From an optimization exercise on the open Yosys and OpenROAD flow, aimed at a short achievable clock period and few clock cycles; shortcuts taken in it are not production practice.
The RTL was checked by simulation tests, not by an equivalence proof against the original design.
No activity file was given, so power comes from the tool's default toggle rates.

`flow/design.v`:
```
`timescale 1ns/10ps
module rv_and2 (input logic i_a, input logic i_b, output logic o_y);
    assign o_y = i_a & i_b;
endmodule
module rv_xor2 (input logic i_a, input logic i_b, output logic o_y);
    assign o_y = i_a ^ i_b;
endmodule
module rv_xnor2 (input logic i_a, input logic i_b, output logic o_y);
    assign o_y = ~(i_a ^ i_b);
endmodule
module rv_andn2 (input logic i_a, input logic i_b, output logic o_y);
    assign o_y = ~i_a & i_b;
endmodule
module rv_ao21 (input logic i_g1, input logic i_t1, input logic i_g0, output logic o_y);
    assign o_y = i_g1 | (i_t1 & i_g0);
endmodule
module rv_add32 (
    input  logic [31:0] i_a,
    input  logic [31:0] i_b,
    input  logic        i_cin,
    output logic [31:0] o_sum,
    output logic        o_cout
);
    logic [31:0]  p;
    logic [31:0]  g0;
    logic [191:0] g;           
    logic [191:0] t;
    genvar l, i;
    for (i = 0; i < 32; i++) begin : bit0
        rv_xor2 u_p (.i_a(i_a[i]), .i_b(i_b[i]), .o_y(p[i]));
        rv_and2 u_g (.i_a(i_a[i]), .i_b(i_b[i]), .o_y(g0[i]));
        assign t[i] = p[i];
        if (i == 0) begin : cin
            rv_ao21 u_c (.i_g1(g0[0]), .i_t1(p[0]), .i_g0(i_cin), .o_y(g[0]));
        end else begin : nocin
            assign g[i] = g0[i];
        end
    end
    for (l = 0; l < 5; l++) begin : lvl
        for (i = 0; i < 32; i++) begin : bt
            if (i >= (1 << l)) begin : pf
                rv_ao21 u_g (.i_g1(g[32*l + i]), .i_t1(t[32*l + i]), .i_g0(g[32*l + i - (1 << l)]),
                             .o_y(g[32*(l+1) + i]));
                rv_and2 u_t (.i_a(t[32*l + i]), .i_b(t[32*l + i - (1 << l)]), .o_y(t[32*(l+1) + i]));
            end else begin : ps
                assign g[32*(l+1) + i] = g[32*l + i];
                assign t[32*(l+1) + i] = t[32*l + i];
            end
        end
    end
    for (i = 0; i < 32; i++) begin : sm
        if (i == 0) begin : s0
            rv_xor2 u_s (.i_a(p[0]), .i_b(i_cin), .o_y(o_sum[0]));
        end else begin : si
            rv_xor2 u_s (.i_a(p[i]), .i_b(g[160 + i - 1]), .o_y(o_sum[i]));
        end
    end
    assign o_cout = g[191];
endmodule
module rv_cmp32 (
    input  logic [31:0] i_a,
    input  logic [31:0] i_b,
    output logic        o_eq,
    output logic        o_lt,
    output logic        o_ltu
);
    logic [62:0] l;
    logic [62:0] e;
    genvar k, j;
    for (j = 0; j < 32; j++) begin : leaf
        rv_andn2 u_l (.i_a(i_a[j]), .i_b(i_b[j]), .o_y(l[j]));
        rv_xnor2 u_e (.i_a(i_a[j]), .i_b(i_b[j]), .o_y(e[j]));
    end
    for (k = 1; k < 6; k++) begin : lvl
        for (j = 0; j < (32 >> k); j++) begin : nd
            localparam int LO = 64 - (64 >> (k - 1)) + 2 * j;
            localparam int HI = LO + 1;
            localparam int O  = 64 - (64 >> k) + j;
            rv_ao21 u_l (.i_g1(l[HI]), .i_t1(e[HI]), .i_g0(l[LO]), .o_y(l[O]));
            rv_and2 u_e (.i_a(e[HI]), .i_b(e[LO]), .o_y(e[O]));
        end
    end
    assign o_eq  = e[62];
    assign o_ltu = l[62];
    assign o_lt  = (i_a[31] != i_b[31]) ? i_a[31] : l[62];
endmodule
module rv_inc4 (
    input  logic [31:0] i_a,
    output logic [31:0] o_y
);
    logic [179:0] c;           
    genvar l, i;
    for (i = 0; i < 30; i++) begin : b0
        assign c[i] = i_a[i + 2];
    end
    for (l = 0; l < 5; l++) begin : lvl
        for (i = 0; i < 30; i++) begin : bt
            if (i >= (1 << l)) begin : pf
                rv_and2 u_c (.i_a(c[30*l + i]), .i_b(c[30*l + i - (1 << l)]), .o_y(c[30*(l+1) + i]));
            end else begin : ps
                assign c[30*(l+1) + i] = c[30*l + i];
            end
        end
    end
    assign o_y[1:0] = i_a[1:0];
    assign o_y[2]   = ~i_a[2];
    for (i = 1; i < 30; i++) begin : sm
        rv_xor2 u_s (.i_a(i_a[i + 2]), .i_b(c[150 + i - 1]), .o_y(o_y[i + 2]));
    end
endmodule
`timescale 1ns/10ps
module rv_core (
    input  logic        i_clk,
    input  logic        i_reset,
    input  logic [31:0] i_imem_data,
    output logic [31:0] o_imem_addr,
    output logic        o_retire_valid,
    output logic [31:0] o_retire_pc,
    output logic [4:0]  o_retire_rd,
    output logic        o_retire_wen,
    output logic [31:0] o_retire_data
);
    localparam int BI = 6;                
    localparam int BN = 1 << BI;          
    localparam int TL = BI + 2;           
    localparam int RN = 4;                
    localparam logic [1:0] K_BR  = 2'd0;
    localparam logic [1:0] K_JAL = 2'd1;
    localparam logic [1:0] K_RET = 2'd2;
    localparam logic [1:0] K_IND = 2'd3;
    logic [31:0] f_pc;                  
    logic [31:0] f_pcn;                 
    logic        d_valid;
    logic        d_valid_r;
    logic        sq;                    
    logic [31:0] d_pc;
    logic [31:0] d_ir;
    logic        d_hit;
    logic [1:0]  d_ctr;
    logic        d_ptaken;
    logic [31:0] d_ptarget;
    logic        d_is_br, d_is_jal, d_is_jalr, d_is_lui, d_is_auipc, d_known;
    logic        d_b_rs2;               
    logic        d_a_rs1;               
    logic        d_wen;
    logic [31:0] d_imm;                 
    logic [31:0] d_timm;                
    logic        d_op_add, d_op_sub, d_op_sll, d_op_srl, d_op_sra, d_op_slt;
    logic        d_op_sltu, d_op_xor, d_op_or, d_op_and, d_op_link;
    logic        d_sub;
    logic        e_valid, e_valid_r;
    logic        e_known, e_known_r;
    logic [31:0] e_pc;
    logic [31:0] e_a;
    logic [31:0] e_b;
    logic        e_byp_a;
    logic        e_byp_b;
    logic [4:0]  e_rd;
    logic        e_wen, e_wen_r;
    logic        e_op_add, e_op_sub, e_op_sll, e_op_srl, e_op_sra, e_op_slt;
    logic        e_op_sltu, e_op_xor, e_op_or, e_op_and, e_op_link;
    logic        e_sub;
    logic [18:0] e_ts;                  
    logic [4:0]  e_ss;                  
    logic [31:0] e_bx;
    logic [31:0] e_pc4;
    logic        e_is_br;
    logic        e_is_jal;
    logic        e_is_jalr;
    logic        e_ret;
    logic [2:0]  e_f3;
    logic        e_ptaken;
    logic [31:0] e_ptarget;
    logic [31:0] e_stgt;
    logic [31:0] e_pmi;
    logic        e_pok;
    logic        e_hit;
    logic [1:0]  e_ctr;
    logic        w_valid;
    logic [31:0] w_pc;
    logic [4:0]  w_rd;
    logic        w_wen;
    logic [31:0] w_res;                 
    logic [31:0] w_resn;                
    logic          w_bwe;
    logic [BI-1:0] w_bidx;
    logic          w_bv;
    logic [11-TL:0] w_btag;
    logic [9:0]    w_btgt;
    logic [1:0]    w_bk;
    logic [1:0]    w_bc;
    logic [31:0] rf [1:31];
    logic        rf_v [1:31];
    logic           btb_v   [BN];
    logic [11-TL:0] btb_tag [BN];
    logic [9:0]     btb_tgt [BN];
    logic [1:0]     btb_k   [BN];
    logic [1:0]     btb_c   [BN];
    logic [9:0] ras [RN];
    logic [31:0] ea;
    logic [31:0] eb;
    logic [31:0] e_sum;
    logic        e_lt;
    logic        e_ltu;
    logic        e_taken;
    logic [31:0] e_res;
    logic        e_jalr_ok;
    logic        e_tok;
    logic [31:0] e_jtgt;
    logic        e_redirect;
    assign ea = e_byp_a ? w_res : e_a;
    assign eb = e_byp_b ? w_res : e_b;
    logic [31:0] s00, s10, s01, s0s, s11;
    logic        eq00, lt00, ltu00, eq10, lt10, ltu10, eq01, lt01, ltu01;
    rv_add32 u_a00 (.i_a(e_a),   .i_b(e_bx), .i_cin(e_sub), .o_sum(s00), .o_cout());
    rv_add32 u_a10 (.i_a(w_res), .i_b(e_bx), .i_cin(e_sub), .o_sum(s10), .o_cout());
    rv_add32 u_a01 (.i_a(e_a),   .i_b(w_res),  .i_cin(1'b0),  .o_sum(s01), .o_cout());
    rv_add32 u_a0s (.i_a(e_a),   .i_b(w_resn), .i_cin(1'b1),  .o_sum(s0s), .o_cout());
    assign s11 = e_sub ? 32'd0 : {w_res[30:0], 1'b0};
    rv_cmp32 u_c00 (.i_a(e_a),   .i_b(e_b),   .o_eq(eq00), .o_lt(lt00), .o_ltu(ltu00));
    rv_cmp32 u_c10 (.i_a(w_res), .i_b(e_b),   .o_eq(eq10), .o_lt(lt10), .o_ltu(ltu10));
    rv_cmp32 u_c01 (.i_a(e_a),   .i_b(w_res), .o_eq(eq01), .o_lt(lt01), .o_ltu(ltu01));
    assign e_taken = (e_ts[0]  & eq00) | (e_ts[1]  & !eq00) | (e_ts[2]  & lt00)
                   | (e_ts[3]  & !lt00) | (e_ts[4]  & ltu00) | (e_ts[5]  & !ltu00)
                   | (e_ts[6]  & eq10) | (e_ts[7]  & !eq10) | (e_ts[8]  & lt10)
                   | (e_ts[9]  & !lt10) | (e_ts[10] & ltu10) | (e_ts[11] & !ltu10)
                   | (e_ts[12] & eq01) | (e_ts[13] & !eq01) | (e_ts[14] & lt01)
                   | (e_ts[15] & !lt01) | (e_ts[16] & ltu01) | (e_ts[17] & !ltu01)
                   | e_ts[18];
    always_comb begin
        case ({e_byp_a, e_byp_b})
            2'b00:   begin e_sum = s00; e_lt = lt00;  e_ltu = ltu00; end
            2'b10:   begin e_sum = s10; e_lt = lt10;  e_ltu = ltu10; end
            2'b01:   begin e_sum = s01; e_lt = lt01;  e_ltu = ltu01; end
            default: begin e_sum = s11; e_lt = 1'b0;  e_ltu = 1'b0;  end
        endcase
    end
    assign e_res = ({32{e_ss[0]}} & s00) | ({32{e_ss[1]}} & s10)
                 | ({32{e_ss[2]}} & s01) | ({32{e_ss[4]}} & s0s) | ({32{e_ss[3]}} & s11)
                 | ({32{e_op_sll}}  & (ea << eb[4:0]))
                 | ({32{e_op_srl}}  & (ea >> eb[4:0]))
                 | ({32{e_op_sra}}  & 32'($signed(ea) >>> eb[4:0]))
                 | ({32{e_op_slt}}  & {31'd0, e_lt})
                 | ({32{e_op_sltu}} & {31'd0, e_ltu})
                 | ({32{e_op_xor}}  & (ea ^ eb))
                 | ({32{e_op_or}}   & (ea | eb))
                 | ({32{e_op_and}}  & (ea & eb))
                 | ({32{e_op_link}} & e_pc4);
    logic        e_ptok;
    assign e_jtgt     = {e_sum[31:1], 1'b0};
    assign e_jalr_ok  = e_pok && ea[31:1] == e_pmi[31:1];
    assign e_tok      = e_ptarget == e_stgt;
    assign e_ptok     = e_ptaken && e_tok;
    logic e_brv, e_rt, e_rn, e_ro;
    assign e_brv = e_valid && e_is_br;
    assign e_rt  = e_brv && !e_ptok;
    assign e_rn  = e_brv && e_ptaken;
    assign e_ro  = e_valid && !e_is_br && (e_is_jalr ? !e_jalr_ok : e_is_jal ? !e_ptok : e_ptaken);
    assign e_redirect = (e_taken ? e_rt : e_rn) || e_ro;
    logic [31:0]   fp;           
    logic          f_hit;
    logic          f_ptaken;
    logic [31:0]   f_ptarget;
    logic [31:0]   f_pc4;
    logic [1:0]    f_k;
    logic [1:0]    f_c;
    logic [9:0]    f_tgt;
    logic [3:0]    f_mode;       
    logic [3:0]    la_hit, la_tk;
    logic [1:0]    la_k [4];
    logic [1:0]    la_c [4];
    logic [9:0]    la_tgt [4];
    logic [BI-1:0] la_idx [4];
    logic [11-TL:0] la_tag [4];
    always_comb begin
        f_hit = 1'b0;
        f_ptaken = 1'b0;
        f_k = 2'd0;
        f_c = 2'd0;
        f_tgt = 10'd0;
        for (int i = 0; i < 4; i++) begin
            f_hit    = f_hit | (f_mode[i] & la_hit[i]);
            f_ptaken = f_ptaken | (f_mode[i] & la_hit[i] & la_tk[i]);
            f_k      = f_k | ({2{f_mode[i]}} & la_k[i]);
            f_c      = f_c | ({2{f_mode[i]}} & la_c[i]);
            f_tgt    = f_tgt | ({10{f_mode[i]}} & la_tgt[i]);
        end
    end
    assign o_imem_addr = f_pc;
    assign fp        = ~f_pcn;
    assign f_ptarget = {fp[31:12], (f_k == K_RET) ? ras[0] : f_tgt, 2'b00};
    rv_inc4 u_finc (.i_a(fp), .o_y(f_pc4));
    assign la_idx[0] = f_pc4[BI+1:2];
    assign la_tag[0] = f_pc4[11:TL];
    assign la_idx[1] = f_ptarget[BI+1:2];
    assign la_tag[1] = f_ptarget[11:TL];
    assign la_idx[2] = e_stgt[BI+1:2];
    assign la_tag[2] = e_stgt[11:TL];
    assign la_idx[3] = e_pc4[BI+1:2];
    assign la_tag[3] = e_pc4[11:TL];
    always_ff @(posedge i_clk) begin
        for (int i = 0; i < 4; i++) begin
            la_hit[i] <= btb_v[la_idx[i]] && btb_tag[la_idx[i]] == la_tag[i];
            la_tk[i]  <= btb_k[la_idx[i]] != K_BR || btb_c[la_idx[i]][1];
            la_k[i]   <= btb_k[la_idx[i]];
            la_c[i]   <= btb_c[la_idx[i]];
            la_tgt[i] <= btb_tgt[la_idx[i]];
        end
    end
    logic [31:0] fi;
    logic [6:0]  f_op;
    logic [2:0]  f_f3;
    logic        f_alt;
    logic        f_is_op, f_is_opi, f_is_lui, f_is_auipc, f_is_jal, f_is_jalr, f_is_br, f_arith;
    assign fi    = i_imem_data;
    assign f_op  = fi[6:0];
    assign f_f3  = fi[14:12];
    assign f_alt = fi[30];
    assign f_is_op    = f_op == 7'b0110011;
    assign f_is_opi   = f_op == 7'b0010011;
    assign f_is_lui   = f_op == 7'b0110111;
    assign f_is_auipc = f_op == 7'b0010111;
    assign f_is_jal   = f_op == 7'b1101111;
    assign f_is_jalr  = f_op == 7'b1100111;
    assign f_is_br    = f_op == 7'b1100011;
    assign f_arith    = f_is_op || f_is_opi;
    logic [4:0]  d_rd;
    logic [4:0]  d_rs1;
    logic [4:0]  d_rs2;
    logic [31:0] d_rs1v, d_rs2v;
    logic [31:0] d_pmi;
    logic [31:1] d_oh1, d_oh2;           
    logic        d_wb1, d_wb2;           
    logic [31:0] d_pc4;
    logic [31:0] d_tgt;
    logic        d_link_rd;
    logic        d_link_rs1;
    logic        d_call;
    logic        d_ret;
    logic        d_spred;
    logic [31:0] d_starget;
    logic        d_redirect;
    logic        d_pt;
    logic [31:0] d_ptg;
    logic [31:0] d_rastgt;
    assign d_rd   = d_ir[11:7];
    function automatic logic [2:0] brf3(input int k);
        case (k)
            0:       brf3 = 3'b000;
            1:       brf3 = 3'b001;
            2:       brf3 = 3'b100;
            3:       brf3 = 3'b101;
            4:       brf3 = 3'b110;
            default: brf3 = 3'b111;
        endcase
    endfunction
    logic       d_byp_a, d_byp_b;
    logic [3:0] d_bc;                   
    assign d_byp_a = e_wen && e_rd == d_rs1 && d_a_rs1;
    assign d_byp_b = e_wen && e_rd == d_rs2 && d_b_rs2;
    assign d_bc    = {d_byp_a && d_byp_b, !d_byp_a && d_byp_b, d_byp_a && !d_byp_b, !d_byp_a && !d_byp_b};
    assign d_rs1  = d_ir[19:15];
    assign d_rs2  = d_ir[24:20];
    always_comb begin
        d_rs1v = d_wb1 ? ~w_resn : 32'd0;
        d_rs2v = d_wb2 ? ~w_resn : 32'd0;
        for (int i = 1; i < 32; i++) begin
            d_rs1v = d_rs1v | (rf[i] & {32{d_oh1[i] && rf_v[i]}});
            d_rs2v = d_rs2v | (rf[i] & {32{d_oh2[i] && rf_v[i]}});
        end
    end
    rv_inc4 u_dinc (.i_a(d_pc), .o_y(d_pc4));
    rv_add32 u_dpmi (.i_a(d_hit ? d_ptarget : d_rastgt), .i_b(~d_imm), .i_cin(1'b1), .o_sum(d_pmi), .o_cout());
    rv_add32 u_dtgt (.i_a(d_pc), .i_b(d_timm), .i_cin(1'b0), .o_sum(d_tgt), .o_cout());
    assign d_rastgt = {d_pc[31:12], ras[0], 2'b00};
    assign d_link_rd  = d_rd == 5'd1 || d_rd == 5'd5;
    assign d_link_rs1 = d_rs1 == 5'd1 || d_rs1 == 5'd5;
    assign d_call     = (d_is_jal || d_is_jalr) && d_link_rd;
    assign d_ret      = d_is_jalr && d_link_rs1 && !(d_link_rd && d_rd == d_rs1);
    assign d_spred    = d_is_jal || (d_is_br && d_ir[31]) || d_ret;
    assign d_starget  = d_ret ? d_rastgt : d_tgt;
    assign d_redirect = d_valid && !d_hit && d_spred;
    assign d_pt       = d_hit ? d_ptaken : d_spred;
    assign d_ptg      = d_hit ? d_ptarget : d_starget;
    assign d_valid = d_valid_r && !sq;
    assign e_valid = e_valid_r && !sq;
    assign e_known = e_known_r && !sq;
    assign e_wen   = e_wen_r && !sq;
    logic [31:0] f_nxt;      
    logic [31:0] f_onb;      
    logic [31:0] f_t1;       
    logic [31:0] f_t0;       
    logic [31:0] f_next;
    assign f_nxt  = d_redirect ? d_starget : f_ptaken ? f_ptarget : f_pc4;
    assign f_onb  = !e_ro ? f_nxt : e_is_jalr ? e_jtgt : e_is_jal ? e_stgt : e_pc4;
    assign f_t1   = !e_brv ? f_onb : e_rt ? e_stgt : f_nxt;
    assign f_t0   = !e_brv ? f_onb : e_rn ? e_pc4 : f_nxt;
    assign f_next = e_taken ? f_t1 : f_t0;
    logic [3:0] f_mode_next;
    logic       e_to_stgt, e_to_pc4;
    assign e_to_stgt = e_taken ? e_rt : (e_ro && e_is_jal);
    assign e_to_pc4  = e_taken ? 1'b0 : (e_rn || (e_ro && !e_is_jal && !e_is_jalr));
    assign f_mode_next = e_redirect ? {e_to_pc4, e_to_stgt, 2'b00} :
                         d_redirect ? 4'b0000 :
                         f_ptaken   ? 4'b0010 : 4'b0001;
    always_ff @(posedge i_clk, posedge i_reset) begin
        if (i_reset) begin
            f_pc      <= 32'd0;
            f_pcn     <= 32'hffffffff;
            f_mode    <= 4'd0;
            d_valid_r <= 1'b0;
            sq        <= 1'b0;
        end else begin
            f_pc      <= f_next;
            f_pcn     <= ~f_next;
            f_mode    <= f_mode_next;
            d_valid_r <= !d_redirect;
            sq        <= e_redirect;
        end
    end
    always_ff @(posedge i_clk) begin
        d_pc      <= fp;
        d_ir      <= fi;
        d_hit     <= f_hit;
        d_ctr     <= f_c;
        d_ptaken  <= f_ptaken;
        d_ptarget <= f_ptarget;
        for (int i = 1; i < 32; i++) begin
            d_oh1[i] <= fi[19:15] == 5'(i) && !(e_wen && e_rd == 5'(i));
            d_oh2[i] <= fi[24:20] == 5'(i) && !(e_wen && e_rd == 5'(i));
        end
        d_wb1      <= e_wen && e_rd == fi[19:15];
        d_wb2      <= e_wen && e_rd == fi[24:20];
        d_is_br    <= f_is_br;
        d_is_jal   <= f_is_jal;
        d_is_jalr  <= f_is_jalr;
        d_is_lui   <= f_is_lui;
        d_is_auipc <= f_is_auipc;
        d_known    <= f_arith || f_is_lui || f_is_auipc || f_is_jal || f_is_jalr || f_is_br;
        d_b_rs2    <= f_is_op || f_is_br;
        d_a_rs1    <= !(f_is_lui || f_is_auipc);
        d_wen      <= !f_is_br && fi[11:7] != 5'd0;
        d_imm      <= (f_is_lui || f_is_auipc) ? {fi[31:12], 12'b0} : {{20{fi[31]}}, fi[31:20]};
        d_timm     <= f_is_jal ? {{11{fi[31]}}, fi[31], fi[19:12], fi[20], fi[30:21], 1'b0}
                               : {{19{fi[31]}}, fi[31], fi[7], fi[30:25], fi[11:8], 1'b0};
        d_op_add  <= f_is_lui || f_is_auipc || (f_arith && f_f3 == 3'b000 && !(f_is_op && f_alt));
        d_op_sub  <= f_is_op && f_f3 == 3'b000 && f_alt;
        d_op_sll  <= f_arith && f_f3 == 3'b001;
        d_op_slt  <= f_arith && f_f3 == 3'b010;
        d_op_sltu <= f_arith && f_f3 == 3'b011;
        d_op_xor  <= f_arith && f_f3 == 3'b100;
        d_op_srl  <= f_arith && f_f3 == 3'b101 && !f_alt;
        d_op_sra  <= f_arith && f_f3 == 3'b101 && f_alt;
        d_op_or   <= f_arith && f_f3 == 3'b110;
        d_op_and  <= f_arith && f_f3 == 3'b111;
        d_op_link <= f_is_jal || f_is_jalr;
        d_sub     <= f_is_op && f_f3 == 3'b000 && f_alt;
    end
    always_ff @(posedge i_clk, posedge i_reset) begin
        if (i_reset) begin
            for (int i = 0; i < RN; i++) ras[i] <= 10'd0;
        end else if (d_valid) begin
            if (d_call && !d_ret) begin
                ras[0] <= d_pc4[11:2];
                for (int i = 1; i < RN; i++) ras[i] <= ras[i-1];
            end else if (d_call && d_ret) begin
                ras[0] <= d_pc4[11:2];
            end else if (d_ret) begin
                for (int i = 0; i < RN - 1; i++) ras[i] <= ras[i+1];
            end
        end
    end
    always_ff @(posedge i_clk, posedge i_reset) begin
        if (i_reset) begin
            e_valid_r <= 1'b0;
            e_known_r <= 1'b0;
            e_wen_r   <= 1'b0;
        end else begin
            e_valid_r <= d_valid;
            e_known_r <= d_valid && d_known;
            e_wen_r   <= d_valid && d_known && d_wen;
        end
    end
    always_ff @(posedge i_clk) begin
        e_pc      <= d_pc;
        e_pc4     <= d_pc4;
        e_rd      <= d_rd;
        e_f3      <= d_ir[14:12];
        e_is_br   <= d_is_br;
        e_is_jal  <= d_is_jal;
        e_is_jalr <= d_is_jalr;
        e_ret     <= d_ret;
        e_ptaken  <= d_pt;
        e_ptarget <= d_ptg;
        e_stgt    <= d_tgt;
        e_pmi     <= d_pmi;
        e_pok     <= d_pt && !d_imm[0];
        e_hit     <= d_hit;
        e_ctr     <= d_ctr;
        e_a <= d_is_auipc ? d_pc : d_is_lui ? 32'd0 : d_rs1v;
        e_b <= d_b_rs2 ? d_rs2v : d_imm;
        e_bx <= d_sub ? ~(d_b_rs2 ? d_rs2v : d_imm) : (d_b_rs2 ? d_rs2v : d_imm);
        e_byp_a <= d_byp_a;
        e_byp_b <= d_byp_b;
        e_ss    <= {!d_byp_a && d_byp_b && d_op_sub,
                    d_byp_a && d_byp_b && (d_op_add || d_op_sub),
                    !d_byp_a && d_byp_b && d_op_add,
                    d_byp_a && !d_byp_b && (d_op_add || d_op_sub),
                    !d_byp_a && !d_byp_b && (d_op_add || d_op_sub)};
        for (int c = 0; c < 3; c++) begin
            for (int k = 0; k < 6; k++) begin
                e_ts[6*c + k] <= d_is_br && d_bc[c] && d_ir[14:12] == brf3(k);
            end
        end
        e_ts[18] <= d_is_br && d_bc[3] && (d_ir[14:12] == 3'b000 || d_ir[14:12] == 3'b101 || d_ir[14:12] == 3'b111);
        e_op_add  <= d_op_add;
        e_op_sub  <= d_op_sub;
        e_op_sll  <= d_op_sll;
        e_op_slt  <= d_op_slt;
        e_op_sltu <= d_op_sltu;
        e_op_xor  <= d_op_xor;
        e_op_srl  <= d_op_srl;
        e_op_sra  <= d_op_sra;
        e_op_or   <= d_op_or;
        e_op_and  <= d_op_and;
        e_op_link <= d_op_link;
        e_sub     <= d_sub;
    end
    logic       e_ctl;
    logic [1:0] e_newc;
    assign e_ctl  = e_is_br || e_is_jal || e_is_jalr;
    always_comb begin
        if (!e_hit)                    e_newc = 2'b11;
        else if (e_taken)              e_newc = (e_ctr == 2'b11) ? 2'b11 : e_ctr + 2'd1;
        else                           e_newc = (e_ctr == 2'b00) ? 2'b00 : e_ctr - 2'd1;
    end
    always_ff @(posedge i_clk, posedge i_reset) begin
        if (i_reset) begin
            w_valid <= 1'b0;
            w_wen   <= 1'b0;
            w_bwe   <= 1'b0;
        end else begin
            w_valid <= e_known;
            w_wen   <= e_wen;
            w_bwe   <= e_valid && (e_ctl ? (!e_is_br || e_taken || e_hit) : e_hit);
        end
    end
    always_ff @(posedge i_clk) begin
        w_pc   <= e_pc;
        w_rd   <= e_rd;
        w_res  <= e_res;
        w_resn <= ~e_res;
        w_bidx <= e_pc[BI+1:2];
        w_bv   <= e_ctl;
        w_btag <= e_pc[11:TL];
        w_btgt <= e_is_jalr ? e_jtgt[11:2] : e_stgt[11:2];
        w_bk   <= e_is_br ? K_BR : e_is_jal ? K_JAL : e_ret ? K_RET : K_IND;
        w_bc   <= e_is_br ? e_newc : 2'b11;
    end
    always_ff @(posedge i_clk, posedge i_reset) begin
        if (i_reset) begin
            for (int i = 1; i < 32; i++) rf_v[i] <= 1'b0;
        end else if (w_wen) begin
            rf_v[w_rd] <= 1'b1;
        end
    end
    always_ff @(posedge i_clk) begin
        if (w_wen) begin
            rf[w_rd] <= ~w_resn;
        end
    end
    always_ff @(posedge i_clk, posedge i_reset) begin
        if (i_reset) begin
            for (int i = 0; i < BN; i++) btb_v[i] <= 1'b0;
        end else if (w_bwe) begin
            btb_v[w_bidx] <= w_bv;
        end
    end
    always_ff @(posedge i_clk) begin
        if (w_bwe) begin
            btb_tag[w_bidx] <= w_btag;
            btb_tgt[w_bidx] <= w_btgt;
            btb_k[w_bidx]   <= w_bk;
            btb_c[w_bidx]   <= w_bc;
        end
    end
    always_ff @(posedge i_clk, posedge i_reset) begin
        if (i_reset) begin
            o_retire_valid <= 1'b0;
        end else begin
            o_retire_valid <= w_valid;
        end
    end
    always_ff @(posedge i_clk) begin
        o_retire_pc   <= w_pc;
        o_retire_rd   <= w_rd;
        o_retire_wen  <= w_wen;
        o_retire_data <= w_wen ? ~w_resn : 32'd0;
    end
endmodule
```
`flow/run.sh`:
```
#!/bin/bash
# synth_recipe.tcl (not shown) runs the flow's synth.tcl, then flattens the netlist and writes it again
# the make line also repeats each setting of config.mk as NAME=value (left out here)
make -C /OpenROAD-flow-scripts/flow DESIGN_CONFIG=/design/flow/config.mk WORK_HOME=/design/flow/orfs CLKGATE_MAP_FILE= SYNTH_SCRIPT=/design/flow/synth_recipe.tcl finish
```
`flow/config.mk`:
```
export PLATFORM = sky130hd
export DESIGN_NAME = rv_core
export DESIGN_NICKNAME = rv_core
export VERILOG_FILES = /design/flow/design.v
export SDC_FILE = /design/flow/constraint.sdc
export NUM_CORES = 4
export LEC_CHECK = 0
export CAP_MARGIN = 20
export CORE_MARGIN = 2
export CORE_UTILIZATION = 30
export PLACE_DENSITY = 0.45
export SETUP_SLACK_MARGIN = 5
export SLEW_MARGIN = 20
export SYNTH_HIERARCHICAL = 1
```
`flow/constraint.sdc`:
```
create_clock -name core_clock -period 8.5 [get_ports {i_clk}]
set_input_delay 1.7000 -clock core_clock [delete_from_list [all_inputs] [get_ports {i_clk}]]
set_output_delay 1.7000 -clock core_clock [all_outputs]
set_load 0.01 [all_outputs]
```
==> results.py, run 1 <==
metrics = {
    "status": {
        "status": "no timing/DRC/antenna violations",
    },
    "timing": {
        "timing.clock.skew_ns": 0.135,
        "timing.final.max_slew_violations": 0,
        "period_share": 0.461,
        "timing_hold_violations_final": 0,
        "slew_headroom": 0.148,
        "rsz0062_at_grt": "true",
        "max_slew.worst_pin.slew_ns": 1.28,
        "finalSetupViolations": 0,
        "period_needed_ns": 3.91,
        "achievable-frequency_mhz": 255,
        "fin_tns_setup_ns": 0,
    },
    "critical_path": {
        "critPathMaxStageDelay_ns": 0.44,
        "cp_data_arrival_time_ns": 4.82,
        "regToRegEndpoint": "f_pc[7]",
        "regToRegSetupSlack_ns": 4.59,
        "critical_path.slowest_cell": "sky130_fd_sc_hd__dfxtp_4",
        "endpoint_kind": "register",
        "timing.critical_path.from_type": "register",
        "crit_start": "e_a[1]",
        "timing.setup.critical_path_class": "register to register",
        "path_common_cell": "sky130_fd_sc_hd__a21o_1",
        "critPathRequiredTime_ns": 9.40,
        "crit_chain": "buf_4 > nor2b_4 > a21o_1 > a21o_1 > a21o_1 > a21o_4 > a21o_4 > nor2_1 > o21ai_1 > mux2i_1 > nand4_1 > nor4_4 > buf_6 > nand2b_4 > buf_12 > nor2_4 > buf_6 > buf_12 > a22o_1 > a211oi_2 > a21oi_1",
        "worstRegToRegCells": 21,
        "crit-reg2reg-launch": "e_a[1]",
        "worstPathMaxFanout": 8,
    },
    "drt": {
        "drt-vias-per-instance": 6.46,
        "ant_nets": 0,
        "drt_drc_violations_left": 0,
        "dr.pass1.iters": 9,
        "detailedRoute.firstIterationViolations": 23400,
        "vias": 140000,
        "wirelength_um": 941000,
        "routedWlPerCell_um": 43.5,
    },
    "cts": {
        "cts-htree-levels": 5,
        "clock_buffer_count_from_cts": 365,
        "clock_sink_count": 3110,
        "ctsRootBufferMaster": "sky130_fd_sc_hd__clkbuf_16",
        "cts_tree": "yes",
        "hold_buffer_count_at_cts": 0,
        "insertion_delay_ns": 1.09,
        "clkTransAtPathRegs_ns": 0.06,
        "clock_tree.buffer_depth": 4,
    },
    "global_routing": {
        "track_usage": 0.309,
        "grt_pass1_wl_um": 1220000,
        "grt_antenna_before_repair": 73,
        "grt_start_max_net_pins": 101,
        "grt_pass1_vias": 132000,
        "globalRoute.totalOverflow": 0,
    },
    "yosys": {
        "synthesis.instances": 13300,
        "yosys_warnings": 15,
        "post_synth_instance_area_sq_um": 171000,
        "syn_avg_cell_area_sq_um": 12.8,
    },
    "hold_path": {
        "hold_depth": 0,
        "capture_endpoint_of_the_worst_hold_path": "w_pc[14]",
        "hold_start": "e_pc[14]",
        "worstHoldPathType": "register to register",
    },
    "floorplan": {
        "die-area_sq_um": 576000,
        "floorplan.die.height_um": 759,
        "floorplan.die.width_um": 759,
        "floorplan.core_area_sq_um": 569000,
        "io-pin-count": 137,
        "placementRows": 277,
        "effective_utilization_at_floorplan": 0.301,
    },
    "final_layout": {
        "post_layout_net_count": 13800,
        "growth_of_design_area_from_synthesis_to_finish_pct": 19.9,
        "drive_gt1_frac": 0.269,
        "register_cell_area_after_layout_sq_um": 85300,
        "fill_cells": 54900,
        "area_of_combinational_cells_with_multiple_inputs_sq_um": 86200,
    },
    "pwr": {
        "design_power_total_uw": 68300,
        "powerDensity_nw_per_um2": 333,
        "peak_supply_drop_uv": 357,
        "power_leakage_uw": 0.0751,
    },
    "place": {
        "detailed_place_hpwl_um": 565000,
        "port-buffer-count": 136,
        "routabilityCongestion": 0.961,
    },
    "run": {
        "cap_violations": 0,
    },
}
[per-stage QoR]
| step | worst slack [ns] | instances | util | area (sq um) | hold slack, ns |
|---|---|---|---|---|---|
| after floorplan | 4.07 | 13400 | - | 171000 | 0.310 |
| after detailed placement | 3.13 | 20400 | 0.321 | 183000 | 0.312 |
| after global placement | 3.00 | 20400 | 0.321 | 183000 | 0.310 |
| final | 4.59 | 21600 | 0.361 | 205000 | 0.226 |
| after global routing | 4.47 | 21600 | 0.361 | 205000 | 0.255 |
| after CTS | 4.60 | 21400 | 0.355 | 202000 | 0.256 |
[sequential cells by signal, summed over array words and instances, names as in the netlist, 40 cells and up]
register  count
btb_v        64
btb_c       128
rf          992
btb_tag     256
la_tgt       40
btb_tgt     640
ras          40
btb_k       128
[area by class of cell]
| cell class | count | share of cell area |
|---|---|---|
| multi-input cells | 9042 | 0.420 |
| well taps | 7533 | 0.0459 |
| inverters | 211 | 0.00416 |
| diodes | 67 | 0.000817 |
| repair buffers | 977 | 0.0545 |
| flip-flops and latches | 3110 | 0.416 |
| repair inverters | 2 | 0.000159 |
| clock inverters | 205 | 0.0100 |
| clock buffers | 473 | 0.0486 |
[worst max-delay path by stage]
stage	depth (start not counted)	slack, ns	to
after detailed placement	10	3.13	la_tgt[1][1]
final	21	4.59	f_pc[7]
after floorplan	1	4.07	btb_v[0]
after global placement	19	3.00	f_pcn[8]
after global routing	20	4.47	f_pcn[7]
after CTS	19	4.60	f_mode[1]
[placed cells by master (no fill, tap or decap), types with 69 or more instances in the layout]
cell	instances
sky130_fd_sc_hd__a211oi_1	80
sky130_fd_sc_hd__a21o_1	849
sky130_fd_sc_hd__a21oi_1	489
sky130_fd_sc_hd__a221oi_1	345
sky130_fd_sc_hd__a22o_1	310
sky130_fd_sc_hd__a22oi_1	897
sky130_fd_sc_hd__and2_1	1074
sky130_fd_sc_hd__and2_2	69
sky130_fd_sc_hd__buf_12	95
sky130_fd_sc_hd__buf_4	561
sky130_fd_sc_hd__clkbuf_1	72
sky130_fd_sc_hd__clkbuf_16	399
sky130_fd_sc_hd__dfrtp_1	144
sky130_fd_sc_hd__dfxtp_1	598
sky130_fd_sc_hd__dfxtp_4	112
sky130_fd_sc_hd__edfxtp_1	2144
sky130_fd_sc_hd__inv_1	194
sky130_fd_sc_hd__mux2_2	152
sky130_fd_sc_hd__mux2i_1	232
sky130_fd_sc_hd__mux4_2	1142
sky130_fd_sc_hd__nand2_1	403
sky130_fd_sc_hd__nand3_1	122
sky130_fd_sc_hd__nand4_1	178
sky130_fd_sc_hd__nor2_1	212
sky130_fd_sc_hd__nor2_4	101
sky130_fd_sc_hd__nor2b_1	122
sky130_fd_sc_hd__nor2b_4	97
sky130_fd_sc_hd__nor3_1	121
sky130_fd_sc_hd__o21ai_0	251
sky130_fd_sc_hd__o22ai_1	108
sky130_fd_sc_hd__xnor2_1	144
sky130_fd_sc_hd__xor2_1	420
[report_power, final]
part	total, uW	switching (uW)	internal, uW
clock network	16200	7070	9100
registers	20200	2180	18100
logic	31800	18800	13100
total	68300	28000	40200
[per-layer routing]
metal	GRT usage	up-vias	share of wire
met1	0.388	71800	0.37
li1	-	53900	-
met4	0.201	42	0.083
met3	0.0931	2768	0.12
met5	0	-	0.00032
met2	0.461	11100	0.43
[worst max-delay path: cells and delay by family, from the launching register on]
family	cells	cell delay (ns)
compound gates	9	1.68
buf+inv	5	0.82
flops	1	0.44
mux	1	0.17
simple gates	6	0.69
[timing repair]
item                                     CTS  global route
pin swaps                                115           101
endpoints found under the setup margin   521           183
gates resized for setup                 1021           324
setup buffers                            244           109
cloned                                    64            32
Testbench counts, summed over its fixed seeds: cycles 20,041.
==> inputs of run 2 (changes only) <==
--- a/flow/design.v
+++ b/flow/design.v
@@ -108,6 +108,21 @@
         rv_xor2 u_s (.i_a(i_a[i + 2]), .i_b(c[150 + i - 1]), .o_y(o_y[i + 2]));
     end
 endmodule
+module rv_taken (
+    input  logic [18:0] i_ts,
+    input  logic        i_eq00, i_lt00, i_ltu00,
+    input  logic        i_eq10, i_lt10, i_ltu10,
+    input  logic        i_eq01, i_lt01, i_ltu01,
+    output logic        o_taken
+);
+    assign o_taken = (i_ts[0]  & i_eq00) | (i_ts[1]  & !i_eq00) | (i_ts[2]  & i_lt00)
+                   | (i_ts[3]  & !i_lt00) | (i_ts[4]  & i_ltu00) | (i_ts[5]  & !i_ltu00)
+                   | (i_ts[6]  & i_eq10) | (i_ts[7]  & !i_eq10) | (i_ts[8]  & i_lt10)
+                   | (i_ts[9]  & !i_lt10) | (i_ts[10] & i_ltu10) | (i_ts[11] & !i_ltu10)
+                   | (i_ts[12] & i_eq01) | (i_ts[13] & !i_eq01) | (i_ts[14] & i_lt01)
+                   | (i_ts[15] & !i_lt01) | (i_ts[16] & i_ltu01) | (i_ts[17] & !i_ltu01)
+                   | i_ts[18];
+endmodule
 `timescale 1ns/10ps
 module rv_core (
     input  logic        i_clk,
@@ -120,7 +135,7 @@
     output logic        o_retire_wen,
     output logic [31:0] o_retire_data
 );
-    localparam int BI = 6;                
+    localparam int BI = 5;                
     localparam int BN = 1 << BI;          
     localparam int TL = BI + 2;           
     localparam int RN = 4;                
@@ -220,13 +235,16 @@
     rv_cmp32 u_c00 (.i_a(e_a),   .i_b(e_b),   .o_eq(eq00), .o_lt(lt00), .o_ltu(ltu00));
     rv_cmp32 u_c10 (.i_a(w_res), .i_b(e_b),   .o_eq(eq10), .o_lt(lt10), .o_ltu(ltu10));
     rv_cmp32 u_c01 (.i_a(e_a),   .i_b(w_res), .o_eq(eq01), .o_lt(lt01), .o_ltu(ltu01));
-    assign e_taken = (e_ts[0]  & eq00) | (e_ts[1]  & !eq00) | (e_ts[2]  & lt00)
-                   | (e_ts[3]  & !lt00) | (e_ts[4]  & ltu00) | (e_ts[5]  & !ltu00)
-                   | (e_ts[6]  & eq10) | (e_ts[7]  & !eq10) | (e_ts[8]  & lt10)
-                   | (e_ts[9]  & !lt10) | (e_ts[10] & ltu10) | (e_ts[11] & !ltu10)
-                   | (e_ts[12] & eq01) | (e_ts[13] & !eq01) | (e_ts[14] & lt01)
-                   | (e_ts[15] & !lt01) | (e_ts[16] & ltu01) | (e_ts[17] & !ltu01)
-                   | e_ts[18];
+    logic e_tk_p, e_tk_n;
+    rv_taken u_tk  (.i_ts(e_ts), .i_eq00(eq00), .i_lt00(lt00), .i_ltu00(ltu00),
+                    .i_eq10(eq10), .i_lt10(lt10), .i_ltu10(ltu10),
+                    .i_eq01(eq01), .i_lt01(lt01), .i_ltu01(ltu01), .o_taken(e_taken));
+    rv_taken u_tkp (.i_ts(e_ts), .i_eq00(eq00), .i_lt00(lt00), .i_ltu00(ltu00),
+                    .i_eq10(eq10), .i_lt10(lt10), .i_ltu10(ltu10),
+                    .i_eq01(eq01), .i_lt01(lt01), .i_ltu01(ltu01), .o_taken(e_tk_p));
+    rv_taken u_tkn (.i_ts(e_ts), .i_eq00(eq00), .i_lt00(lt00), .i_ltu00(ltu00),
+                    .i_eq10(eq10), .i_lt10(lt10), .i_ltu10(ltu10),
+                    .i_eq01(eq01), .i_lt01(lt01), .i_ltu01(ltu01), .o_taken(e_tk_n));
     always_comb begin
         case ({e_byp_a, e_byp_b})
             2'b00:   begin e_sum = s00; e_lt = lt00;  e_ltu = ltu00; end
@@ -390,12 +408,14 @@
     logic [31:0] f_onb;      
     logic [31:0] f_t1;       
     logic [31:0] f_t0;       
-    logic [31:0] f_next;
+    logic [31:0] f_next_p;   
+    logic [31:0] f_next_n;   
     assign f_nxt  = d_redirect ? d_starget : f_ptaken ? f_ptarget : f_pc4;
     assign f_onb  = !e_ro ? f_nxt : e_is_jalr ? e_jtgt : e_is_jal ? e_stgt : e_pc4;
     assign f_t1   = !e_brv ? f_onb : e_rt ? e_stgt : f_nxt;
     assign f_t0   = !e_brv ? f_onb : e_rn ? e_pc4 : f_nxt;
-    assign f_next = e_taken ? f_t1 : f_t0;
+    assign f_next_p = e_tk_p ? f_t1 : f_t0;
+    assign f_next_n = e_tk_n ? f_t1 : f_t0;
     logic [3:0] f_mode_next;
     logic       e_to_stgt, e_to_pc4;
     assign e_to_stgt = e_taken ? e_rt : (e_ro && e_is_jal);
@@ -411,8 +431,8 @@
             d_valid_r <= 1'b0;
             sq        <= 1'b0;
         end else begin
-            f_pc      <= f_next;
-            f_pcn     <= ~f_next;
+            f_pc      <= f_next_p;
+            f_pcn     <= ~f_next_n;
             f_mode    <= f_mode_next;
             d_valid_r <= !d_redirect;
             sq        <= e_redirect;
==> run 2 against run 1 <==
Net effect:
- critical endpoint is now f_mode[1]
- critical path type unchanged
- clock-buffer cell count is 94 lower
- sequential cell count is 576 lower
- largest cell class unchanged
- still clean
- cell count is 16% lower
- first-iteration DRC count is 19% lower
- register-to-register slack hardly changed
- fmax hardly changed
==> results.py, run 2 <==
metrics = {
    "timing": {
        "timing_hold_violations_final": 0,
        "timing.final.max_slew_violations": 0,
        "hold_ws_ns": 0.308,
        "period_share": 0.460,
        "period_needed_ns": 3.91,
        "achievable-frequency_mhz": 256,
        "slew_headroom": 0.113,
        "timing.clock.skew_ns": 0.0969,
        "finalSetupViolations": 0,
        "max_slew.worst_pin.slew_ns": 1.33,
        "rsz0062_at_grt": "true",
        "fin_tns_setup_ns": 0,
    },
    "place": {
        "detailed_place_hpwl_um": 471000,
        "routabilityCongestion": 0.995,
        "port-buffer-count": 136,
        "placedCellCount": 17400,
    },
    "global_routing": {
        "globalRoute.totalOverflow": 0,
        "grt_antenna_before_repair": 82,
        "track_usage": 0.308,
        "grt_start_max_net_pins": 107,
        "grt_pass1_vias": 111000,
        "grt_pass1_wl_um": 985000,
    },
    "cts": {
        "clkTransAtPathRegs_ns": 0.06,
        "cts_tree": "yes",
        "insertion_delay_ns": 0.99,
        "clock_tree.buffer_depth": 4,
        "ctsRootBufferMaster": "sky130_fd_sc_hd__clkbuf_16",
        "clock_sink_count": 2534,
        "cts-htree-levels": 5,
        "hold_buffer_count_at_cts": 0,
        "clock_buffer_count_from_cts": 299,
    },
    "floorplan": {
        "floorplan.die.height_um": 681,
        "placementRows": 248,
        "floorplan.die.width_um": 681,
        "die-area_sq_um": 464000,
        "io-pin-count": 137,
        "effective_utilization_at_floorplan": 0.302,
        "floorplan.core_area_sq_um": 456000,
    },
    "pwr": {
        "peak_supply_drop_uv": 240,
        "power_leakage_uw": 0.0626,
        "powerDensity_nw_per_um2": 310,
    },
    "final_layout": {
        "largest_reg_flops": 992,
        "final_common_cell": "sky130_fd_sc_hd__edfxtp_1",
        "drive_gt1_frac": 0.219,
        "final_cell_mix": "sky130_fd_sc_hd__edfxtp_1 (1600), sky130_fd_sc_hd__and2_1 (1072), sky130_fd_sc_hd__a21o_1 (835)",
        "fill_cells": 44300,
        "post_layout_nonfiller_instances": 18200,
        "largest_registers": "rf x992, btb_tgt x320, btb_tag x160",
        "growth_of_design_area_from_synthesis_to_finish_pct": 18.7,
        "post_layout_net_count": 11900,
        "regMostFlops": "rf",
    },
    "yosys": {
        "syn_avg_cell_area_sq_um": 11.9,
        "synthesis.instances": 11600,
        "post_synth_instance_area_sq_um": 138000,
        "yosys_warnings": 15,
    },
    "critical_path": {
        "critPathRequiredTime_ns": 9.36,
        "timing.setup.critical_path_class": "register to register",
        "cp_data_arrival_time_ns": 4.77,
        "endpoint_kind": "register",
        "worstPathMaxFanout": 5,
        "timing.critical_path.from_type": "register",
        "worstRegToRegCells": 16,
    },
    "hold_path": {
        "worstHoldPathType": "register to register",
        "hold_depth": 0,
    },
    "drt": {
        "routedWlPerCell_um": 40.9,
        "wirelength_um": 744000,
        "dr.pass1.iters": 8,
        "drt_drc_violations_left": 0,
        "vias": 115000,
        "ant_nets": 0,
        "detailedRoute.firstIterationViolations": 18900,
        "drt-vias-per-instance": 6.34,
    },
    "status": {
        "status": "no timing/DRC/antenna violations",
    },
    "run": {
        "cap_violations": 0,
    },
}
[run 2: power breakdown]
| part | internal, uW | total (uW) | switching [uW] | leakage [uW] |
|---|---|---|---|---|
| registers | 14600 | 16600 | 1960 | 0.0228 |
| logic | 7980 | 20300 | 12300 | 0.0348 |
| clock network | 8000 | 13700 | 5710 | 0.00497 |
[run 2: per-stage QoR]
step,util,power (uW),setup WS [ns],cell area (sq um)
6_report,0.358,50600,4.59,163000
5_1_grt,0.358,51800,4.57,163000
4_1_cts,0.354,49600,4.65,161000
3_5_place_dp,0.322,34800,3.30,147000
3_3_place_gp,0.322,34800,3.33,147000
2_1_floorplan,-,26800,4.52,138000
[run 2: critical path: stages (launching register included)]
cell and delay, ns:
sky130_fd_sc_hd__dfxtp_4 0.36, sky130_fd_sc_hd__buf_12 0.15, sky130_fd_sc_hd__xnor2_1 0.15, sky130_fd_sc_hd__and2_1 0.18, sky130_fd_sc_hd__a21o_1 0.17, sky130_fd_sc_hd__a21o_1 0.20, sky130_fd_sc_hd__a21o_1 0.26, sky130_fd_sc_hd__a21o_4 0.28
sky130_fd_sc_hd__nor2_4 0.09, sky130_fd_sc_hd__o21ai_2 0.06, sky130_fd_sc_hd__buf_6 0.13, sky130_fd_sc_hd__mux2_4 0.29, sky130_fd_sc_hd__or4_4 0.53, sky130_fd_sc_hd__buf_12 0.17, sky130_fd_sc_hd__mux2_4 0.32, sky130_fd_sc_hd__a21oi_4 0.20
sky130_fd_sc_hd__and3_4 0.26
[run 2: area by class of cell]
class	instances	area, sq um	area share
antenna	41	103	0.000628
clock inverter	168	1980	0.0121
sequential	2534	68000	0.416
tap	6125	7660	0.0469
inverter	208	833	0.00510
clock buffer	379	8200	0.0502
timing repair buffer	689	7180	0.0440
multi-input combinational	8036	69400	0.425
[run 2: repair_timing]
item,in CTS,in global routing
endpoints found under the setup margin,311,201
setup buffers,121,59
pin swaps,71,66
endpoints found under the hold margin,0,0
cloned,30,8
resized for setup,804,223
[run 2: routing by layer]
metal	global-route usage	wire, um
met5	0	266
met4	0.177	52600
met3	0.0909	90100
met2	0.452	312000
met1	0.403	289000
[run 2: final timing paths]
path / start / to / slack (ns)
min in group asynchronous: i_reset / f_pc[21] / 1.39
max in group asynchronous: i_reset / w_wen / 5.82
hold reg to reg: w_valid / o_retire_valid / 0.31
setup reg to reg: e_a[3] / f_mode[1] / 4.59
hold / removal: w_valid / o_retire_valid / 0.31
setup / recovery: e_a[3] / f_mode[1] / 4.59
Testbench counts of run 2, summed over its fixed seeds: cycles 20,184.
==> inputs of run 3 (changes only) <==
--- a/flow/design.v
+++ b/flow/design.v
@@ -135,7 +135,7 @@
     output logic        o_retire_wen,
     output logic [31:0] o_retire_data
 );
-    localparam int BI = 5;                
+    localparam int BI = 6;                
     localparam int BN = 1 << BI;          
     localparam int TL = BI + 2;           
     localparam int RN = 4;                
==> run 3 against run 2 <==
Net effect:
- combinational power up 62%
- synthesized cell count up 16%
- fmax up 2.0%
- total power up 36%
- cell count up 20%
- synthesized area up 25%
- core utilization up 0.54 points
- via count up 22%
- sequential cell count up 576
- design area up 27%
- critical path depth down 4
- sequential power up 19%
==> results.py, run 3 <==
metrics = {
    "final_layout": {
        "drive_gt1_frac": 0.278,
        "largest_reg_flops": 992,
        "final_common_cell": "sky130_fd_sc_hd__edfxtp_1",
        "largest_registers": "rf x992, btb_tgt x640, btb_tag x256",
        "regMostFlops": "rf",
        "growth_of_design_area_from_synthesis_to_finish_pct": 20.5,
        "post_layout_net_count": 13900,
        "final_cell_mix": "sky130_fd_sc_hd__edfxtp_1 (2144), sky130_fd_sc_hd__mux4_2 (1151), sky130_fd_sc_hd__and2_1 (1064)",
    },
    "drt": {
        "drt_drc_violations_left": 0,
        "ant_nets": 0,
        "drt-vias-per-instance": 6.48,
        "vias": 141000,
        "routedWlPerCell_um": 42.6,
        "wirelength_um": 926000,
        "detailedRoute.firstIterationViolations": 22900,
        "dr.pass1.iters": 8,
    },
    "floorplan": {
        "floorplan.core_area_sq_um": 570000,
        "die-area_sq_um": 579000,
        "placementRows": 277,
        "floorplan.die.width_um": 761,
        "effective_utilization_at_floorplan": 0.302,
        "floorplan.die.height_um": 761,
        "io-pin-count": 137,
    },
    "cts": {
        "clock_buffer_count_from_cts": 356,
        "cts-htree-levels": 5,
        "clock_sink_count": 3110,
        "insertion_delay_ns": 1.08,
        "cts_tree": "yes",
        "ctsRootBufferMaster": "sky130_fd_sc_hd__clkbuf_16",
        "clock_tree.buffer_depth": 4,
        "clkTransAtPathRegs_ns": 0.07,
    },
    "critical_path": {
        "endpoint_kind": "register",
        "worstPathMaxFanout": 18,
        "cp_data_arrival_time_ns": 4.76,
        "worst-path-stages": 12,
        "critPathMaxStageDelay_ns": 0.54,
        "critPathRequiredTime_ns": 9.43,
        "path_common_cell": "sky130_fd_sc_hd__buf_12",
        "critical_path.slowest_cell": "sky130_fd_sc_hd__dfrtp_4",
        "crit_chain": "buf_12 > a22oi_2 > nand2_1 > o211ai_1 > o21ai_4 > buf_12 > inv_1 > a41oi_1 > nor4_4 > xnor2_1 > o41ai_4 > nor4_1",
        "crit_path_leading_delay_family": "compound AO/OA/AOI/OAI gates",
        "bufs_and_invs_on_worst_path": 3,
        "worstRegToRegCells": 12,
        "timing.setup.critical_path_class": "register to register",
        "timing.critical_path.from_type": "register",
    },
    "hold_path": {
        "hold_depth": 0,
        "worstHoldPathType": "register to register",
    },
    "place": {
        "detailed_place_hpwl_um": 560000,
        "detailedPlace.worstSlack_ns": 2.58,
        "port-buffer-count": 136,
        "routabilityCongestion": 0.962,
    },
    "status": {
        "status": "no timing/DRC/antenna violations",
    },
    "timing": {
        "period_share": 0.451,
        "hold_ws_ns": 0.321,
        "final_critical_path_setup_slack_ns": 4.67,
        "finalSetupViolations": 0,
        "timing.clock.skew_ns": 0.115,
        "max_slew.worst_pin.slew_ns": 1.31,
        "achievable-frequency_mhz": 261,
        "period_needed_ns": 3.83,
        "timing.final.max_slew_violations": 0,
        "rsz0062_at_grt": "true",
        "timing_hold_violations_final": 0,
        "slew_headroom": 0.129,
        "fin_tns_setup_ns": 0,
    },
    "yosys": {
        "synthesis.instances": 13400,
        "post_synth_instance_area_sq_um": 172000,
        "yosys_warnings": 15,
        "syn_avg_cell_area_sq_um": 12.8,
    },
    "global_routing": {
        "track_usage": 0.304,
        "grt_antenna_before_repair": 110,
        "globalRoute.totalOverflow": 0,
        "grt_pass1_vias": 132000,
        "grt_pass1_wl_um": 1210000,
        "grt_start_max_net_pins": 109,
    },
    "pwr": {
        "power_leakage_uw": 0.0760,
        "powerDensity_nw_per_um2": 332,
        "peak_supply_drop_uv": 261,
    },
    "run": {
        "cap_violations": 0,
    },
}
run 3: stage by stage:
step / area, sq um / total power, uW / util / cells
2_1_floorplan: 172000 / 35500 / - / 13400
3_3_place_gp: 183000 / 46800 / 0.322 / 20500
3_5_place_dp: 183000 / 46800 / 0.322 / 20500
4_1_cts: 203000 / 66600 / 0.356 / 21500
5_1_grt: 207000 / 70000 / 0.363 / 21700
6_report: 207000 / 68800 / 0.363 / 21700
run 3: worst register-to-register path, stage by stage (launching register included):
cell,delay [ns]
sky130_fd_sc_hd__dfrtp_4,0.54
sky130_fd_sc_hd__buf_12,0.17
sky130_fd_sc_hd__a22oi_2,0.34
sky130_fd_sc_hd__nand2_1,0.29
sky130_fd_sc_hd__o211ai_1,0.24
sky130_fd_sc_hd__o21ai_4,0.17
sky130_fd_sc_hd__buf_12,0.24
sky130_fd_sc_hd__inv_1,0.36
sky130_fd_sc_hd__a41oi_1,0.15
sky130_fd_sc_hd__nor4_4,0.43
sky130_fd_sc_hd__xnor2_1,0.25
sky130_fd_sc_hd__o41ai_4,0.22
sky130_fd_sc_hd__nor4_1,0.32
run 3: cell type report:
cell class | instances | area (sq um)
Antenna cell | 52 | 130
Clock buffer | 494 | 10100
Clock inverter | 165 | 1840
Fill cell | 54800 | 363000
Inverter | 215 | 891
Multi-Input combinational cell | 9116 | 87500
Sequential cell | 3110 | 85300
Tap cell | 7533 | 9430
Timing Repair Buffer | 1040 | 11800
Timing Repair inverter | 4 | 37.5
run 3: metal layers:
metal  share of wire  wire [um]  GRT usage
met4           0.066      61000      0.159
met5         0.00084        777    0.00418
met1            0.38     356000      0.402
met3            0.13     124000      0.107
met2            0.41     384000      0.437
run 3: worst paths after layout:
path	slack, ns	end	start
max in group asynchronous	6.03	f_mode[2]	i_reset
setup / recovery	4.67	la_hit[1]	f_mode[3]
hold reg to reg	0.32	w_pc[0]	e_pc[0]
setup reg to reg	4.67	la_hit[1]	f_mode[3]
min in group asynchronous	1.24	f_pc[24]	i_reset
hold / removal	0.32	w_pc[0]	e_pc[0]
run 3: timing repair:
action | CTS | global route
pin swaps | 134 | 125
hold buffers | 0 | 0
resized for setup | 923 | 487
endpoints found under the setup margin | 586 | 174
buffers inserted | 270 | 148
endpoints found under the hold margin | 0 | 0
gates cloned | 75 | 23
run 3: report_power, final:
part,internal [uW],switching (uW),total [uW]
Sequential,18000,1700,19700
Clock,9280,6950,16200
Combinational,13300,19600,32900
Testbench counts of run 3, summed over its fixed seeds: cycles 20,041.

separate check: timing with driven ports:
No port has a modelled driver above. Below, the same layouts with a new extraction and two added sets of constraints. Step 1 assumes that a clkbuf_16 drives the clock port and a buf_2 every other input. Step 2 adds t to the input delays and takes it off the output delays; t is the mean of the earliest and latest rising clock arrival at the registers after step 1. Input paths then give back, and output paths get back, about the clock's delay inside the block. Three values: ideal, step 1, step 2; two values: the first two.
| run | t, ns | slack for setup (ns) | worst setup path after step 2 |
|---|---|---|---|
| run 1 | 1.151 | 4.586 / 4.586 / 4.132 | input to register |
| run 2 | 1.069 | 4.588 / 4.588 / 4.248 | input to register |
| run 3 | 1.152 | 4.666 / 4.666 / 4.286 | input to register |
After both steps every run listed still meets setup and hold. The setup slack of run 1, which loses most, moves by 0.000 ns with the drivers and by -0.454 ns with both steps.
